This is an optimization exercise on Yosys and OpenROAD, whose aim is small area, a short achievable clock period and few clock cycles per item, not a production implementation. Where RTL was checked, it was by simulation tests only, not by an equivalence proof against the original. Power and IR drop assume default switching activity.

==> run a: inputs <==
## projection_char_segmenter
module projection_char_segmenter #(
    parameter int MAX_WIDTH  = pcs_pkg::MAX_WIDTH_DEF,
    parameter int MAX_HEIGHT = pcs_pkg::MAX_HEIGHT_DEF,
    parameter int NUM_CHARS  = pcs_pkg::NUM_CHARS_DEF
) (
    input  logic                                aclk,
    input  logic                                aresetn,
    input  logic                                s_valid,
    output logic                                s_ready,
    input  logic [pcs_pkg::PIXEL_W-1:0]         s_pixel,
    output logic                                m_valid,
    input  logic                                m_ready,
    output logic [pcs_pkg::CHAR_INDEX_W-1:0]    m_char_index,
    output logic [pcs_pkg::LEFT_W-1:0]          m_left,
    output logic [pcs_pkg::TOP_W-1:0]           m_top,
    output logic [pcs_pkg::BOX_WIDTH_W-1:0]     m_box_width,
    output logic [pcs_pkg::BOX_HEIGHT_W-1:0]    m_box_height,
    output logic                                m_last,
    input  logic                                cfg_valid,
    output logic                                cfg_ready,
    input  logic [pcs_pkg::CFG_INDEX_W-1:0]     cfg_index,
    input  logic [pcs_pkg::CFG_DATA_W-1:0]      cfg_data
);
==> flow/config.mk <==
export PLATFORM = sky130hd
export DESIGN_NAME = projection_char_segmenter
export DESIGN_NICKNAME = projection_char_segmenter
export VERILOG_FILES = /design/flow/design.v
export SDC_FILE = /design/flow/constraint.sdc
export NUM_CORES = 4
export LEC_CHECK = 0
export CAP_MARGIN = 20
export CORE_MARGIN = 2
export CORE_UTILIZATION = 60
export CTS_CLUSTER_DIAMETER = 60
export CTS_CLUSTER_SIZE = 32
export PLACE_DENSITY = 0.68
export SETUP_SLACK_MARGIN = 4.5
export SLEW_MARGIN = 20
export TNS_END_PERCENT = 100
==> flow/constraint.sdc <==
create_clock -name core_clock -period 7.0 [get_ports {aclk}]
set_input_delay 1.4000 -clock core_clock [delete_from_list [all_inputs] [get_ports {aclk}]]
set_output_delay 1.4000 -clock core_clock [all_outputs]
set_load 0.01 [all_outputs]
run.sh (not shown) runs the stock make flow with config.mk's settings and CLKGATE_MAP_FILE= SYNTH_SCRIPT=/design/flow/synth_recipe.tcl, a recipe that flattens the netlist after the stock synthesis.
==> run b: changes against run a <==
--- a/flow/design.v
+++ b/flow/design.v
@@ -157,106 +157,95 @@
     logic       pend_reg;     
     logic       m_valid_reg;
     logic [2:0] m_idx_reg;
     logic [7:0] m_left_reg;
     logic [7:0] m_width_reg;
     logic       m_last_reg;
     logic       img_end;      
-    logic       held_reg;     
     logic       s_al;
-    logic       s_rd;         
-    logic       free;         
-    logic       res;          
     logic       rise;
     logic       fall;
     logic       adv;
     logic       scan_end;
     logic       load;
     logic [7:0] load_left;
     logic [7:0] load_width;
     logic       tail_end;
     logic       mv_next;
     logic       spend_next;
     logic [7:0] sx_next;
     logic       inside_next;
     always_comb begin
         s_al     = (sc_reg == SC_SCAN) && s_al_reg;
-        s_rd     = s_al && !held_reg;
-        free     = !m_valid_reg || m_ready;
-        res      = (sc_reg == SC_SCAN) && held_reg && free;
         rise     = !inside_reg && head[1];
         fall     = inside_reg && head[0];
-        adv      = (s_rd && !(fall && !free)) || res;
-        scan_end = adv && ((sx_reg == wm1_reg) || ((fall || res) && (k_reg == 3'd6)));
+        adv      = s_al && !(fall && m_valid_reg && !m_ready);
+        scan_end = adv && ((sx_reg == wm1_reg) || (fall && (k_reg == 3'd6)));
         tail_end = 1'b0;
         load     = 1'b0;
         load_left  = cur_left;
         load_width = sx_reg - cur_left;
         if (sc_reg == SC_SCAN) begin
-            load = (s_rd && fall && free) || res;
+            load = adv && fall;
         end else if (sc_reg == SC_TAIL) begin
             load       = !m_valid_reg || m_ready;
             load_left  = inside_reg ? cur_left : 8'd0;
             load_width = 8'd0;
             tail_end   = load && (k_reg == 3'd6);
         end
         mv_next     = load || (m_valid_reg && !m_ready);
         spend_next  = img_end || ((sc_reg == SC_SCAN) && !scan_end);
         sx_next     = img_end ? 8'd0 : (adv ? sx_reg + 8'd1 : sx_reg);
         if (img_end) begin
             inside_next = 1'b0;
-        end else if (s_rd && rise) begin
+        end else if (adv && rise) begin
             inside_next = 1'b1;
-        end else if (load) begin
+        end else if ((adv && fall) || (sc_reg == SC_TAIL)) begin
             inside_next = 1'b0;
         end else begin
             inside_next = inside_reg;
         end
     end
     always_ff @(posedge aclk) begin
         if (!aresetn) begin
             sc_reg      <= SC_IDLE;
-            held_reg    <= 1'b0;
             sx_reg      <= '0;
             slag_reg    <= '0;
             s_al_reg    <= 1'b0;
             inside_reg  <= 1'b0;
             k_reg       <= '0;
             m_valid_reg <= 1'b0;
         end else begin
             sx_reg      <= sx_next;
             inside_reg  <= inside_next;
-            if (res) begin
-            end else if (img_end || adv || (slag_reg == wm1_reg)) begin
+            if (img_end || adv || (slag_reg == wm1_reg)) begin
                 slag_reg <= '0;
                 s_al_reg <= 1'b1;
             end else begin
                 slag_reg <= slag_reg + 8'd1;
                 s_al_reg <= 1'b0;
             end
             m_valid_reg <= mv_next;
-            held_reg    <= (sc_reg == SC_SCAN) && !img_end
-                           && ((s_rd && fall && !free) || (held_reg && !free));
             if (img_end) begin
                 sc_reg <= SC_SCAN;
                 k_reg  <= '0;
             end else begin
                 if (load) begin
                     k_reg <= k_reg + 3'd1;
                 end
                 if (scan_end) begin
-                    sc_reg <= (load && (k_reg == 3'd6)) ? SC_IDLE : SC_TAIL;
+                    sc_reg <= (fall && (k_reg == 3'd6)) ? SC_IDLE : SC_TAIL;
                 end else if (tail_end) begin
                     sc_reg <= SC_IDLE;
                 end
             end
         end
     end
     always_ff @(posedge aclk) begin
-        if (s_rd && rise) begin
+        if (adv && rise) begin
             cur_left <= sx_reg;
         end
         if (load) begin
             m_idx_reg   <= k_reg;
             m_left_reg  <= load_left;
             m_width_reg <= load_width;
             m_last_reg  <= (k_reg == 3'd6);
@@ -286,17 +275,17 @@
     logic           use_px;       
     assign acc = s_valid && s_ready_reg;
     always_comb begin
         at_start = col0 && row0;
         relabel  = at_start && !((sc_reg == SC_SCAN) || img_end);
         row0_ok  = !row0 || !((sc_reg == SC_SCAN) || img_end)
                    || !((pc_reg == sx_reg) || (pc_reg == sx_reg + 8'd1))
-                   || !(held_reg || (s_al && fall && m_valid_reg));
+                   || !(inside_reg || (s_al && head[1])) || !m_valid_reg;
         use_px   = qt_reg[0] && (relabel || q_al_reg) && row0_ok
-                   && !(last_col && last_row && pend_reg);
+                   && !(last_col && pend_reg && (!row0 || last_row));
         for (int i = 0; i < QD; i++) begin
             q_wr[i]     = !qt_reg[i] && ((i == 0) || qt_reg[(i > 0) ? i - 1 : 0]);
             q_wr_pop[i] = (i < QD - 1) ? q_wr[(i < QD - 1) ? i + 1 : i] : 1'b0;
         end
     end
     always_ff @(posedge aclk) begin
         if (!aresetn) begin
@@ -422,24 +411,46 @@
         rfirst_q <= row0_q;
         rlast_q  <= lastrow_q;
     end
     logic [5:0] top_acc;
     logic [6:0] band_acc;
     logic [5:0] top_sum;
     logic [6:0] band_sum;
-    logic [5:0] m_top_reg;
-    logic [6:0] m_band_reg;
+    logic       show_reg;     
+    logic       row0v_reg;    
+    logic       row0t_reg;
+    logic       row0b_reg;
+    logic       box_done;
     assign top_sum  = (rfirst_q ? 6'd0 : top_acc) + 6'(rhalf_q && rlt_q);
     assign band_sum = (rfirst_q ? 7'd0 : band_acc) + 7'(rgt_q);
+    assign box_done = m_valid_reg && m_ready && m_last_reg;
     always_ff @(posedge aclk) begin
-        if (rv_q) begin
+        if (!aresetn) begin
+            show_reg  <= 1'b0;
+            row0v_reg <= 1'b0;
+        end else begin
+            if (rv_q && rlast_q && !show_reg) begin
+                show_reg <= 1'b1;
+            end else if (box_done) begin
+                show_reg <= 1'b0;
+            end
+            if (rv_q && show_reg && !box_done) begin
+                row0v_reg <= 1'b1;
+            end else if (box_done) begin
+                row0v_reg <= 1'b0;
+            end
+        end
+        if (rv_q && show_reg && !box_done) begin
+            row0t_reg <= rhalf_q && rlt_q;
+            row0b_reg <= rgt_q;
+        end
+        if (rv_q && !(show_reg && !box_done)) begin
             top_acc  <= top_sum;
             band_acc <= band_sum;
-            if (rlast_q) begin
-                m_top_reg  <= top_sum;
-                m_band_reg <= band_sum;
-            end
+        end else if (box_done && row0v_reg) begin
+            top_acc  <= 6'(row0t_reg);
+            band_acc <= 7'(row0b_reg);
         end
     end
-    assign m_top        = {1'b0, m_top_reg};
-    assign m_box_height = m_band_reg;
+    assign m_top        = {1'b0, top_acc};
+    assign m_box_height = band_acc;
 endmodule
==> flow/config.mk (replaced) <==
export PLATFORM = sky130hd
export DESIGN_NAME = projection_char_segmenter
export DESIGN_NICKNAME = projection_char_segmenter
export VERILOG_FILES = /design/flow/design.v
export SDC_FILE = /design/flow/constraint.sdc
export NUM_CORES = 4
export LEC_CHECK = 0
export CAP_MARGIN = 20
export CORE_MARGIN = 2
export CORE_UTILIZATION = 65
export CTS_CLUSTER_DIAMETER = 60
export CTS_CLUSTER_SIZE = 32
export PLACE_DENSITY = 0.72
export SETUP_SLACK_MARGIN = 4.5
export SLEW_MARGIN = 20
export TNS_END_PERCENT = 100
==> run c: changes against run a <==
--- a/flow/design.v
+++ b/flow/design.v
@@ -157,106 +157,95 @@
     logic       pend_reg;     
     logic       m_valid_reg;
     logic [2:0] m_idx_reg;
     logic [7:0] m_left_reg;
     logic [7:0] m_width_reg;
     logic       m_last_reg;
     logic       img_end;      
-    logic       held_reg;     
     logic       s_al;
-    logic       s_rd;         
-    logic       free;         
-    logic       res;          
     logic       rise;
     logic       fall;
     logic       adv;
     logic       scan_end;
     logic       load;
     logic [7:0] load_left;
     logic [7:0] load_width;
     logic       tail_end;
     logic       mv_next;
     logic       spend_next;
     logic [7:0] sx_next;
     logic       inside_next;
     always_comb begin
         s_al     = (sc_reg == SC_SCAN) && s_al_reg;
-        s_rd     = s_al && !held_reg;
-        free     = !m_valid_reg || m_ready;
-        res      = (sc_reg == SC_SCAN) && held_reg && free;
         rise     = !inside_reg && head[1];
         fall     = inside_reg && head[0];
-        adv      = (s_rd && !(fall && !free)) || res;
-        scan_end = adv && ((sx_reg == wm1_reg) || ((fall || res) && (k_reg == 3'd6)));
+        adv      = s_al && !(fall && m_valid_reg && !m_ready);
+        scan_end = adv && ((sx_reg == wm1_reg) || (fall && (k_reg == 3'd6)));
         tail_end = 1'b0;
         load     = 1'b0;
         load_left  = cur_left;
         load_width = sx_reg - cur_left;
         if (sc_reg == SC_SCAN) begin
-            load = (s_rd && fall && free) || res;
+            load = adv && fall;
         end else if (sc_reg == SC_TAIL) begin
             load       = !m_valid_reg || m_ready;
             load_left  = inside_reg ? cur_left : 8'd0;
             load_width = 8'd0;
             tail_end   = load && (k_reg == 3'd6);
         end
         mv_next     = load || (m_valid_reg && !m_ready);
         spend_next  = img_end || ((sc_reg == SC_SCAN) && !scan_end);
         sx_next     = img_end ? 8'd0 : (adv ? sx_reg + 8'd1 : sx_reg);
         if (img_end) begin
             inside_next = 1'b0;
-        end else if (s_rd && rise) begin
+        end else if (adv && rise) begin
             inside_next = 1'b1;
-        end else if (load) begin
+        end else if ((adv && fall) || (sc_reg == SC_TAIL)) begin
             inside_next = 1'b0;
         end else begin
             inside_next = inside_reg;
         end
     end
     always_ff @(posedge aclk) begin
         if (!aresetn) begin
             sc_reg      <= SC_IDLE;
-            held_reg    <= 1'b0;
             sx_reg      <= '0;
             slag_reg    <= '0;
             s_al_reg    <= 1'b0;
             inside_reg  <= 1'b0;
             k_reg       <= '0;
             m_valid_reg <= 1'b0;
         end else begin
             sx_reg      <= sx_next;
             inside_reg  <= inside_next;
-            if (res) begin
-            end else if (img_end || adv || (slag_reg == wm1_reg)) begin
+            if (img_end || adv || (slag_reg == wm1_reg)) begin
                 slag_reg <= '0;
                 s_al_reg <= 1'b1;
             end else begin
                 slag_reg <= slag_reg + 8'd1;
                 s_al_reg <= 1'b0;
             end
             m_valid_reg <= mv_next;
-            held_reg    <= (sc_reg == SC_SCAN) && !img_end
-                           && ((s_rd && fall && !free) || (held_reg && !free));
             if (img_end) begin
                 sc_reg <= SC_SCAN;
                 k_reg  <= '0;
             end else begin
                 if (load) begin
                     k_reg <= k_reg + 3'd1;
                 end
                 if (scan_end) begin
-                    sc_reg <= (load && (k_reg == 3'd6)) ? SC_IDLE : SC_TAIL;
+                    sc_reg <= (fall && (k_reg == 3'd6)) ? SC_IDLE : SC_TAIL;
                 end else if (tail_end) begin
                     sc_reg <= SC_IDLE;
                 end
             end
         end
     end
     always_ff @(posedge aclk) begin
-        if (s_rd && rise) begin
+        if (adv && rise) begin
             cur_left <= sx_reg;
         end
         if (load) begin
             m_idx_reg   <= k_reg;
             m_left_reg  <= load_left;
             m_width_reg <= load_width;
             m_last_reg  <= (k_reg == 3'd6);
@@ -286,15 +275,15 @@
     logic           use_px;       
     assign acc = s_valid && s_ready_reg;
     always_comb begin
         at_start = col0 && row0;
         relabel  = at_start && !((sc_reg == SC_SCAN) || img_end);
         row0_ok  = !row0 || !((sc_reg == SC_SCAN) || img_end)
                    || !((pc_reg == sx_reg) || (pc_reg == sx_reg + 8'd1))
-                   || !(held_reg || (s_al && fall && m_valid_reg));
+                   || !(inside_reg || (s_al && head[1])) || !m_valid_reg;
         use_px   = qt_reg[0] && (relabel || q_al_reg) && row0_ok
                    && !(last_col && last_row && pend_reg);
         for (int i = 0; i < QD; i++) begin
             q_wr[i]     = !qt_reg[i] && ((i == 0) || qt_reg[(i > 0) ? i - 1 : 0]);
             q_wr_pop[i] = (i < QD - 1) ? q_wr[(i < QD - 1) ? i + 1 : i] : 1'b0;
         end
     end
==> flow/config.mk (replaced) <==
export PLATFORM = sky130hd
export DESIGN_NAME = projection_char_segmenter
export DESIGN_NICKNAME = projection_char_segmenter
export VERILOG_FILES = /design/flow/design.v
export SDC_FILE = /design/flow/constraint.sdc
export NUM_CORES = 4
export LEC_CHECK = 0
export ABC_AREA = 1
export CAP_MARGIN = 20
export CORE_MARGIN = 2
export CORE_UTILIZATION = 65
export CTS_CLUSTER_DIAMETER = 60
export CTS_CLUSTER_SIZE = 32
export PLACE_DENSITY = 0.72
export SETUP_SLACK_MARGIN = 4.5
export SLEW_MARGIN = 20
export TNS_END_PERCENT = 100
==> qor summary <==
metric	run a	run c	run b
Result of the run	finished clean	finished clean	finished clean
Ant diodes	1	0	0
Power consumed by sequential cells	0.0100 W	0.0103 W	0.00993 W
Shortest clock period the worst path allows after layout	2.64 ns	2.60 ns	2.69 ns
Internal Pwr Total	0.0122 W	0.0123 W	0.0120 W
Post-Route Skew	0.0312 ns	0.0242 ns	0.0447 ns
Headroom to the max-slew limit	54.2%	35.0%	42.2%
Reg-to-reg endpoint	last_col	u_ring.mid_reg[0]	qt_reg[1]
Area of placed instances	0.0425 mm²	0.0425 mm²	0.0422 mm²
Sw Share	20.3%	20.4%	19.8%
Finished Cell Area	0.0455 mm²	0.0452 mm²	0.0448 mm²
Sequential fraction of total cell area	77.5%	77.9%	78.0%
Storage element area	0.0352 mm²	0.0352 mm²	0.0349 mm²
Register bit count reported by yosys	1,726	1,725	1,716
Worst setup path start	m_top_reg[1]	m_left_reg[4]	m_last_reg
Clkbuf count	83	81	78
Count of clock tree sinks	1,726	1,725	1,716
Number of distinct library cells after synthesis	70	46	74
Number of vias in the routed layout	17,500	18,000	17,300
Multi-input gate share of total cell area	12.5%	11.5%	12.8%
LEAKAGE	18.0 nW	18.4 nW	17.7 nW
Fraction of layout cells with a size suffix above 1	11.1%	8.72%	10.2%
Testbench counts of run a, summed over its fixed seeds: cycles 346,855, images 160.
Testbench counts of run c, summed over its fixed seeds: cycles 349,737, images 160.
Only the layout flow was run in run b; the RTL was not checked for function there.

port drivers added, routing unchanged:
The results above use ideal ports. As a check the final layouts listed here were re-extracted and re-timed, cells and wires unchanged. Step 1 assumes that a clkbuf_16 drives the clock port and a buf_2 every other input. Step 2 also shifts input and output timing later by t, the mid clock arrival at the registers, as if the neighbouring blocks saw the same clock. Three values: ideal, step 1, step 2; two values: the first two.
| run | t, ns | setup slack, ns | worst register clock-pin slew, ns |
|---|---|---|---|
| run a | 0.698 | 4.355 / 4.296 / 3.850 | 0.11 / 0.11 |
| run b | 0.672 | 4.305 / 4.244 / 3.754 | 0.11 / 0.11 |
| run c | 0.687 | 4.396 / 4.333 / 3.939 | 0.12 / 0.12 |
After both steps setup and hold are still met in every run listed. The setup slack of run b, which loses most, moves by -0.061 ns with the drivers and by -0.551 ns with both steps.
